This design comes from an exercise in tuning for small area, a short achievable clock period and few clock cycles per item on the open sky130 flow, not from production work.
Only simulation tests tie the RTL to the original design; equivalence was not proved.
Power is estimated from default activity; no workload was simulated.

== cedar ==
## conv_pair_top
module conv_pair_top (
    input  logic                 clk_i,
    input  logic                 reset_i,
    input  logic                 win_valid_i,
    input  logic [127:0]         win_i,            
    output logic                 credit_o,
    input  logic                 credit_i,
    output logic                 result_valid_o,
    output logic [31:0]          result_o          
);
Size: ~74 flip-flops, ~170 I/O pins.
==> flow/config.mk <==
export PLATFORM = sky130hd
export DESIGN_NAME = conv_pair_top
export DESIGN_NICKNAME = conv_pair_top
export VERILOG_FILES = /design/flow/design.v
export SDC_FILE = /design/flow/constraint.sdc
export NUM_CORES = 4
export LEC_CHECK = 0
export CAP_MARGIN = 20
export CORE_MARGIN = 2
export CORE_UTILIZATION = 65
export CTS_BUF_LIST = sky130_fd_sc_hd__clkbuf_4 sky130_fd_sc_hd__clkbuf_8
export SETUP_SLACK_MARGIN = 5.0
export SLEW_MARGIN = 20
export SYNTH_HIERARCHICAL = 1
export SYNTH_MINIMUM_KEEP_SIZE = 0
==> flow/constraint.sdc <==
create_clock -name core_clock -period 10.0 [get_ports {clk_i}]
set_input_delay 2.0000 -clock core_clock [delete_from_list [all_inputs] [get_ports {clk_i}]]
set_output_delay 2.0000 -clock core_clock [all_outputs]
set_load 0.01 [all_outputs]
standard.sh (not shown) runs the stock make flow with config.mk's settings and CLKGATE_MAP_FILE= SYNTH_SCRIPT=/design/flow/synth_recipe.tcl, a recipe that flattens the netlist after the stock synthesis.
==> flow/flow/run.sh <==
#!/bin/bash
# Standard layout (the standard.sh, all ORFS steps), except that the port buffers are
# buf_2 cells instead of the delay buffers buffer_ports picks by default.
# Each tool's full output is in orfs/logs/; make's own output is in make.log.
set -euo pipefail
bash standard.sh BUFFER_PORTS_ARGS="-buffer_cell sky130_fd_sc_hd__buf_2" finish > make.log 2>&1
Testbench counts of cedar, summed over its fixed seeds: cycles 968, items 960.
Here is what was changed in the inputs of onyx compared with cedar.
==> flow/flow/run.sh <==
#!/bin/bash
# Standard layout (the standard.sh, all ORFS steps), except that the port buffers are
# buf_1 cells instead of the delay buffers buffer_ports picks by default.
# Each tool's full output is in orfs/logs/; make's own output is in make.log.
set -euo pipefail
bash standard.sh BUFFER_PORTS_ARGS="-buffer_cell sky130_fd_sc_hd__buf_1" finish > make.log 2>&1
## What came out
- The setup slack of cedar and that of onyx are within noise of each other.
- Any difference in wire length after detailed routing between cedar and onyx is small enough to ignore.
- onyx -> cedar: post-route DRC violation count delta 0, exact match
- Antenna cell count: onyx vs cedar identical
- Compared with cedar, in onyx post-detailed-placement cell area went down by 180 sq um, post-layout minimum cycle time was more or less identical.
- Sequential power of cedar is on par with onyx.

========
conv_pair_top, a different RTL version from the one above (not shown whole).
For scale: about 660 cells after synthesis, roughly 74 flip-flops, about 170 I/O pins, roughly 7400 um^2 of cells after synthesis.
==> flow/config.mk <==
export PLATFORM = sky130hd
export DESIGN_NAME = conv_pair_top
export DESIGN_NICKNAME = conv_pair_top
export VERILOG_FILES = /design/flow/design.v
export SDC_FILE = /design/flow/constraint.sdc
export NUM_CORES = 4
export LEC_CHECK = 0
export CAP_MARGIN = 20
export CORE_MARGIN = 2
export CORE_UTILIZATION = 55
export CTS_BUF_LIST = sky130_fd_sc_hd__clkbuf_4 sky130_fd_sc_hd__clkbuf_8
export SETUP_SLACK_MARGIN = 5.0
export SLEW_MARGIN = 20
export SYNTH_HIERARCHICAL = 1
export SYNTH_MINIMUM_KEEP_SIZE = 0
==> flow/constraint.sdc <==
create_clock -name core_clock -period 10.0 [get_ports {clk_i}]
set_input_delay 2.0000 -clock core_clock [delete_from_list [all_inputs] [get_ports {clk_i}]]
set_output_delay 2.0000 -clock core_clock [all_outputs]
set_load 0.01 [all_outputs]
==> flow/flow/run.sh <==
#!/bin/bash
# Standard layout (the standard.sh, all ORFS steps), except that the port buffers are
# buf_1 cells instead of the delay buffers buffer_ports picks by default.
# Each tool's full output is in orfs/logs/; make's own output is in make.log.
set -euo pipefail
bash standard.sh BUFFER_PORTS_ARGS="-buffer_cell sky130_fd_sc_hd__buf_1" finish > make.log 2>&1
Testbench counts at the start, summed over its fixed seeds: cycles 968, items 960.
Then changed:
==> flow/flow/run.sh (replaced) <==
#!/bin/bash
set -euo pipefail
bash standard.sh SETUP_SLACK_MARGIN=5.3 BUFFER_PORTS_ARGS="-buffer_cell sky130_fd_sc_hd__buf_1" finish > make.log 2>&1
What happened: The changed run completed without violations. Power climbs by 4.5%. Cell count climbs by 1.4%. Worst setup slack improved by 180 ps. Count of clock-buffer cells in the layout drops by 1.

-- port drivers added, routing unchanged --
In the flow no input, the clock included, has a driving cell. The finished layouts below were timed again as built, in two steps. Step 1 sets driving cells, clkbuf_16 on the clock port and buf_2 on the other inputs (assumed; they add their load-dependent delay and slew). Step 2 adds t to the input delays and takes it off the output delays; t is the mean of the earliest and latest rising clock arrival at the registers after step 1. Input paths then give back, and output paths get back, about the clock's delay inside the block. a / b / c = ideal ports / drivers / drivers and shift; a / b = the first two.
| run | t, ns | slack for setup (ns) | worst register clock-pin slew, ns | worst slew at a driven data input, ns |
|---|---|---|---|---|
| cedar | 0.387 | 5.203 / 5.205 / 4.818 | 0.08 / 0.08 | 0.04 |
| onyx | 0.392 | 5.200 / 5.205 / 4.814 | 0.08 / 0.08 | 0.04 |
| the first run of note 2 | 0.383 | 5.176 / 5.187 / 4.804 | 0.08 / 0.08 | 0.06 |
| the second run of note 2 | 0.391 | 5.353 / 5.364 / 4.974 | 0.08 / 0.08 | 0.06 |
After both steps every run listed still meets setup and hold. The setup slack of onyx, which loses most, moves by +0.005 ns with the drivers and by -0.386 ns with both steps.
